This is an optimization exercise on Yosys and OpenROAD, whose aim is small area, a short achievable clock period and few clock cycles per item, not a production implementation.
At most, simulation tests tie the RTL to the original design; equivalence was not proved.

==> inputs of wip/garnet <==
// ex_muldiv_unit
module ex_muldiv_unit (
  input  logic        clk,
  input  logic        rst,
  input  logic        start_i,
  input  logic [2:0]  op_i,
  input  logic [31:0] rs1_i,
  input  logic [31:0] rs2_i,
  input  logic [4:0]  rd_addr_i,
  input  logic        flush_i,
  output logic        busy_o,
  output logic        done_o,
  output logic [31:0] result_o,
  output logic [4:0]  rd_addr_o
);
  logic s_mul, s_norm, s_div, s_done, s_idle;
  assign s_idle = ~(s_mul | s_norm | s_div | s_done);
  logic accept;
  assign accept = s_idle & start_i & ~flush_i;
  function automatic logic [1:0] nbytes_m1(input logic [31:0] v, input logic ext);
    logic nz1, nz2, nz3;
    nz1 = (v[15:8]  != {8{ext}});
    nz2 = (v[23:16] != {8{ext}});
    nz3 = (v[31:24] != {8{ext}});
    if (nz3)      nbytes_m1 = 2'd3;
    else if (nz2) nbytes_m1 = 2'd2;
    else if (nz1) nbytes_m1 = 2'd1;
    else          nbytes_m1 = 2'd0;
  endfunction
  logic        e1, e2, swap, sel;
  logic [1:0]  n1, n2;
  logic        a_neg, b_neg;
  logic [31:0] a_mag;
  assign e1    = (op_i[2] ? ~op_i[0] : ~(op_i[1] & op_i[0])) & rs1_i[31];
  assign e2    = (op_i[2] ? ~op_i[0] : ~op_i[1]) & rs2_i[31];
  assign n1    = nbytes_m1(rs1_i, e1);
  assign n2    = nbytes_m1(rs2_i, e2);
  assign swap  = (n1 < n2);
  assign sel   = op_i[2] | swap;
  assign a_neg = e1;                                  
  assign b_neg = e2;
  ex_muldiv_abs32 u_abs (.v(rs1_i), .neg(a_neg), .m(a_mag));
  logic quick;
  assign quick = (rs2_i == 32'd0) | (({1'b0, n1} + {2'd0, a_neg}) < {1'b0, n2});
  logic [32:0] a_q;       
  logic [31:0] b_q;       
  logic        dcin_q, dz_q;
  logic        selhi_q;   
  logic        selc_q;    
  logic        neg_q;     
  logic        negc_q;    
  always_ff @(posedge clk) begin
    selhi_q <= op_i[2] ? op_i[1] : (op_i[1:0] != 2'd0);
    selc_q  <= (op_i[1:0] != 2'd0);
    neg_q   <= op_i[2] & (op_i[1] ? a_neg : (a_neg ^ b_neg) | (rs2_i == 32'd0));
  ...
export LEC_CHECK = 0
export CAP_MARGIN = 30
export CORE_MARGIN = 2
export CORE_UTILIZATION = 40
export SETUP_SLACK_MARGIN = 5
export SLEW_MARGIN = 30
export SYNTH_HIERARCHICAL = 1
create_clock -name core_clock -period 11.0 [get_ports {clk}]
run.sh (not shown) runs the stock make flow with config.mk's settings and CLKGATE_MAP_FILE= SYNTH_SCRIPT=/design/flow/synth_recipe.tcl, a recipe that flattens the netlist after the stock synthesis.
==> wip/zinc (differences from wip/garnet) <==
--- a/flow/design.v
+++ b/flow/design.v
@@ -40,35 +40,34 @@
   assign b_neg = e2;
   ex_muldiv_abs32 u_abs (.v(rs1_i), .neg(a_neg), .m(a_mag));
   logic quick;
   assign quick = (rs2_i == 32'd0) | (({1'b0, n1} + {2'd0, a_neg}) < {1'b0, n2});
   logic [32:0] a_q;       
   logic [31:0] b_q;       
   logic        dcin_q, dz_q;
   logic        selhi_q;   
-  logic        selc_q;    
   logic        neg_q;     
   logic        negc_q;    
   always_ff @(posedge clk) begin
     selhi_q <= op_i[2] ? op_i[1] : (op_i[1:0] != 2'd0);
-    selc_q  <= (op_i[1:0] != 2'd0);
     neg_q   <= op_i[2] & (op_i[1] ? a_neg : (a_neg ^ b_neg) | (rs2_i == 32'd0));
     negc_q  <= op_i[2] & (op_i[1] ? a_neg : (a_neg ^ b_neg) & (rs2_i != 32'd0));
     a_q    <= sel ? {e2 & ~op_i[2], rs2_i ^ {32{op_i[2] & ~b_neg}}} : {e1, rs1_i};
     b_q    <= op_i[2] ? a_mag : swap ? rs1_i : rs2_i;
     dcin_q <= ~b_neg;
     dz_q   <= (rs2_i == 32'd0);
   end
   logic [63:0] acc_q, acc_d;      
   logic [63:0] accc_q, accc_d;    
   logic [3:0]  cnt_q, cnt_d;
   logic        clo_q;             
   logic [7:0] byte1, byte2, byte_nx;
   logic [1:0] idx_nx;
+  logic [8:0] c9_nx;
   always_comb begin
     case (n1)
       2'd0:    byte1 = rs1_i[7:0];
       2'd1:    byte1 = rs1_i[15:8];
       2'd2:    byte1 = rs1_i[23:16];
       default: byte1 = rs1_i[31:24];
     endcase
     case (n2)
@@ -80,34 +79,27 @@
     idx_nx = cnt_q[1:0] - 2'd1;
     case (idx_nx)
       2'd0:    byte_nx = b_q[7:0];
       2'd1:    byte_nx = b_q[15:8];
       2'd2:    byte_nx = b_q[23:16];
       default: byte_nx = b_q[31:24];
     endcase
   end
-  function automatic logic [14:0] booth9(input logic [8:0] c);
-    logic [10:0] cx;
-    logic [4:0]  one, two, neg;
-    cx = {c[8], c, 1'b0};
+  assign c9_nx = s_idle ? (swap ? {e1, byte1} : {e2, byte2}) : {1'b0, byte_nx};
+  logic [4:0] bone_q, btwo_q, bneg_q;
+  logic [10:0] cx;
+  assign cx = {c9_nx[8], c9_nx, 1'b0};
+  always_ff @(posedge clk) begin
     for (int j = 0; j < 5; j++) begin
-      one[j] = cx[2*j+1] ^ cx[2*j];
-      two[j] = (cx[2*j+2] & ~cx[2*j+1] & ~cx[2*j]) | (~cx[2*j+2] & cx[2*j+1] & cx[2*j]);
-      neg[j] = cx[2*j+2];
+      bone_q[j] <= cx[2*j+1] ^ cx[2*j];
+      btwo_q[j] <= (cx[2*j+2] & ~cx[2*j+1] & ~cx[2*j]) | (~cx[2*j+2] & cx[2*j+1] & cx[2*j]);
+      bneg_q[j] <= cx[2*j+2];
     end
-    booth9 = {one, two, neg};
-  endfunction
-  logic [14:0] bd1, bd2, bdn;
-  assign bd1 = booth9({e1, byte1});
-  assign bd2 = booth9({e2, byte2});
-  assign bdn = booth9({1'b0, byte_nx});
-  logic [4:0] bone_q, btwo_q, bneg_q;
-  always_ff @(posedge clk)
-    {bone_q, btwo_q, bneg_q} <= s_idle ? (swap ? bd1 : bd2) : bdn;
+  end
   logic [63:0] mac_s, mac_c;
   logic mb0, mb1, mb2, mb3, mb4, mb5, mb6, mb7, mb8, mb9, mb10, mb11, mb12, mb13, mb14, mb15, mb16, mb17, mb18, mb19, mb20, mb21, mb22, mb23, mb24, mb25, mb26, mb27, mb28, mb29, mb30, mb31, mb32, mb33, mb34, mb35, mb36, mb37, mb38, mb39, mb40, mb41, mb42, mb43, mb44, mb45, mb46, mb47, mb48, mb49, mb50, mb51, mb52, mb53, mb54, mb55, mb56, mb57, mb58, mb59, mb60, mb61, mb62, mb63, mb64, mb65, mb66, mb67, mb68, mb69, mb70, mb71, mb72, mb73, mb74, mb75, mb76, mb77, mb78, mb79, mb80, mb81, mb82, mb83, mb84, mb85, mb86, mb87, mb88, mb89, mb90, mb91, mb92, mb93, mb94, mb95, mb96, mb97, mb98, mb99, mb100, mb101, mb102, mb103, mb104, mb105, mb106, mb107, mb108, mb109, mb110, mb111, mb112, mb113, mb114, mb115, mb116, mb117, mb118, mb119, mb120, mb121, mb122, mb123, mb124, mb125, mb126, mb127, mb128, mb129, mb130, mb131, mb132, mb133, mb134, mb135, mb136, mb137, mb138, mb139, mb140, mb141, mb142, mb143, mb144, mb145, mb146, mb147, mb148, mb149, mb150, mb151, mb152, mb153, mb154, mb155, mb156, mb157, mb158, mb159, mb160, mb161, mb162, mb163, mb164, mb165, mb166, mb167, mb168, mb169, mb170, mb171, mb172, mb173, mb174, mb175, mb176, mb177, mb178, mb179, mb180, mb181, mb182, mb183, mb184, mb185, mb186, mb187, mb188, mb189, mb190, mb191, mb192, mb193, mb194, mb195, mb196, mb197, mb198, mb199, mb200, mb201, mb202, mb203, mb204, mb205, mb206, mb207, mb208, mb209, mb210, mb211, mb212, mb213, mb214, mb215, mb216, mb217, mb218, mb219, mb220, mb221, mb222, mb223, mb224, mb225, mb226, mb227, mb228, mb229, mb230, mb231, mb232, mb233, mb234, mb235, mb236, mb237, mb238, mb239, mb240, mb241, mb242, mb243, mb244, mb245, mb246, mb247, mb248, mb249, mb250, mb251, mb252, mb253, mb254, mb255, mb256, mb257, mb258, mb259, mb260, mb261, mb262, mb263, mb264, mb265, mb266, mb267, mb268, mb269, mb270, mb271, mb272, mb273, mb274, mb275, mb276, mb277, mb278, mb279, mb280, mb281, mb282, mb283, mb284, mb285, mb286, mb287, mb288, mb289, mb290, mb291, mb292, mb293, mb294, mb295, mb296, mb297, mb298, mb299, mb300, mb301, mb302, mb303, mb304, mb305, mb306, mb307, mb308, mb309, mb310, mb311, mb312, mb313, mb314, mb315, mb316, mb317, mb318, mb319, mb320, mb321, mb322, mb323, mb324, mb325, mb326, mb327, mb328, mb329, mb330, mb331, mb332, mb333, mb334, mb335, mb336, mb337, mb338, mb339, mb340, mb341, mb342, mb343, mb344, mb345, mb346, mb347, mb348, mb349, mb350, mb351, mb352, mb353, mb354, mb355, mb356, mb357, mb358, mb359, mb360, mb361, mb362, mb363, mb364, mb365, mb366, mb367, mb368, mb369, mb370, mb371, mb372, mb373, mb374, mb375, mb376, mb377, mb378, mb379, mb380, mb381, mb382, mb383, mb384, mb385, mb386, mb387, mb388, mb389, mb390, mb391, mb392, mb393, mb394, mb395, mb396, mb397, mb398, mb399, mb400, mb401, mb402, mb403, mb404, mb405, mb406, mb407, mb408, mb409, mb410, mb411, mb412, mb413, mb414, mb415, mb416, mb417, mb418, mb419, mb420, mb421, mb422, mb423, mb424, mb425, mb426, mb427, mb428, mb429, mb430, mb431, mb432, mb433, mb434, mb435, mb436, mb437, mb438, mb439, mb440, mb441, mb442, mb443, mb444, mb445, mb446, mb447, mb448, mb449, mb450, mb451, mb452, mb453, mb454, mb455, mb456, mb457, mb458, mb459, mb460, mb461, mb462, mb463, mb464, mb465, mb466, mb467, mb468, mb469, mb470, mb471, mb472, mb473, mb474, mb475, mb476, mb477, mb478, mb479, mb480, mb481, mb482, mb483, mb484, mb485, mb486, mb487, mb488, mb489, mb490, mb491, mb492, mb493, mb494, mb495, mb496, mb497, mb498, mb499, mb500, mb501, mb502, mb503, mb504, mb505, mb506, mb507, mb508, mb509, mb510, mb511, mb512, mb513, mb514, mb515, mb516, mb517, mb518, mb519, mb520, mb521, mb522, mb523, mb524, mb525, mb526, mb527, mb528, mb529, mb530, mb531, mb532, mb533, mb534, mb535, mb536, mb537, mb538, mb539, mb540, mb541, mb542, mb543, mb544, mb545, mb546, mb547, mb548, mb549, mb550, mb551, mb552, mb553, mb554, mb555, mb556, mb557, mb558, mb559, mb560, mb561, mb562, mb563, mb564, mb565, mb566, mb567, mb568, mb569, mb570, mb571, mb572, mb573, mb574, mb575, mb576, mb577, mb578, mb579, mb580, mb581, mb582, mb583, mb584, mb585, mb586, mb587, mb588, mb589, mb590, mb591, mb592, mb593, mb594, mb595, mb596, mb597, mb598, mb599, mb600, mb601, mb602, mb603, mb604, mb605, mb606, mb607;
   assign mb0 = ((bone_q[0] & a_q[0])) ^ bneg_q[0];
   assign mb1 = ((bone_q[0] & a_q[1]) | (btwo_q[0] & a_q[0])) ^ bneg_q[0];
   assign mb2 = ((bone_q[0] & a_q[2]) | (btwo_q[0] & a_q[1])) ^ bneg_q[0];
   assign mb3 = ((bone_q[0] & a_q[3]) | (btwo_q[0] & a_q[2])) ^ bneg_q[0];
   assign mb4 = ((bone_q[0] & a_q[4]) | (btwo_q[0] & a_q[3])) ^ bneg_q[0];
   assign mb5 = ((bone_q[0] & a_q[5]) | (btwo_q[0] & a_q[4])) ^ bneg_q[0];
@@ -770,18 +762,18 @@
     acc_q   <= acc_d;
     accc_q  <= accc_d;
     cnt_q   <= s_idle ? {2'd0, swap ? n1 : n2} : cnt_d;
     clo_q   <= s_mul & mac_clo;
   end
   logic        cin;
   logic [31:0] x, y, sum;
   assign x   = (selhi_q ? acc_q[63:32] : acc_q[31:0]) ^ {32{neg_q}};
-  assign y   = selc_q ? accc_q[63:32] : accc_q[31:0];
-  assign cin = negc_q | (selc_q & clo_q);
+  assign y   = selhi_q ? accc_q[63:32] : accc_q[31:0];
+  assign cin = negc_q | (selhi_q & clo_q);
   ex_muldiv_add32 u_add (.x(x), .y(y), .cin(cin), .s(sum));
   assign result_o  = sum;
   assign busy_o    = accept | s_mul | s_norm | s_div;
   assign done_o    = s_done;
   assign rd_addr_o = rd_addr_i;
 endmodule
 module ex_muldiv_abs32 (
   input  logic [31:0] v,
==> impl_metrics.csv <==
group,metric,value,unit
sta,fin_ws,4.99,ns
sta,finalClockSkew,0.0320,ns
routing,drt_iter0_markers,3075,
worst_setup_path,timing.critical_path.cells,"buf_4, buf_16, mux2i_4, xnor2_2, ha_4, a21oi_2, nor2_2, o2111ai_2, nand4b_1, buf_4, a31oi_4, nand2b_1, a21oi_1, xnor2_1, clkdlybuf4s15_2",
run_status,status,"complete, no violations",
global_route,grt_max_degree,77,
yosys,synthTopCellsByArea,"dfxtp_1, fa_1, ha_1",
worst_setup_path,r2r-start,"acc_q[33]",
worst_setup_path,regToRegSetupSlack,5.15,ns
(the above is from wip/zinc)
==> impl_metrics.csv <==
group,metric,value,unit
sta,finalClockSkew,0.0238,ns
worst_setup_path,regToRegSetupSlack,5.14,ns
yosys,synthTopCellsByArea,"dfxtp_1, fa_1, ha_1",
global_route,grt_max_degree,74,
run_status,status,"complete, no violations",
worst_setup_path,timing.critical_path.cells,"buf_12, mux2i_2, xnor2_1, ha_1, a21oi_1, nand2_1, o2111ai_2, nand4b_1, buf_4, buf_6, a31oi_4, nand2b_1, buf_4, xor2_1, dlygate4sd2_1",
(the above is from wip/garnet)
Testbench counts of wip/zinc, summed over its fixed seeds: cycles 19,280, ops 4,000.
No functional check of the RTL was part of wip/garnet.

afterwards: timing with drivers on the ports:
The results above use ideal ports. As a check the final layouts listed here were re-extracted and re-timed, cells and wires unchanged. Step 1, drivers: a clkbuf_16 drives clk and a buf_2 each remaining input, both assumed. Step 2, shift: input delay + t, output delay - t, t = (earliest + latest rising clock arrival at the registers) / 2. This alone moves slack from input paths to output paths. a / b / c = no drivers / after step 1 / after step 2; a / b = the first two.
| run | shift t [ns] | slack for setup (ns) | latest minus earliest clock arrival (ns) | pins driven straight from the clock port |
|---|---|---|---|---|
| wip/garnet | 0.630 | 4.955 / 4.893 / 4.763 | 0.024 / 0.024 | 1 |
| wip/zinc | 0.645 | 4.993 / 4.928 / 4.616 | 0.032 / 0.032 | 1 |
After both steps every run listed still meets setup and hold. For wip/zinc, which loses most, drivers alone change the setup slack by -0.065 ns; drivers and shift together by -0.377 ns.
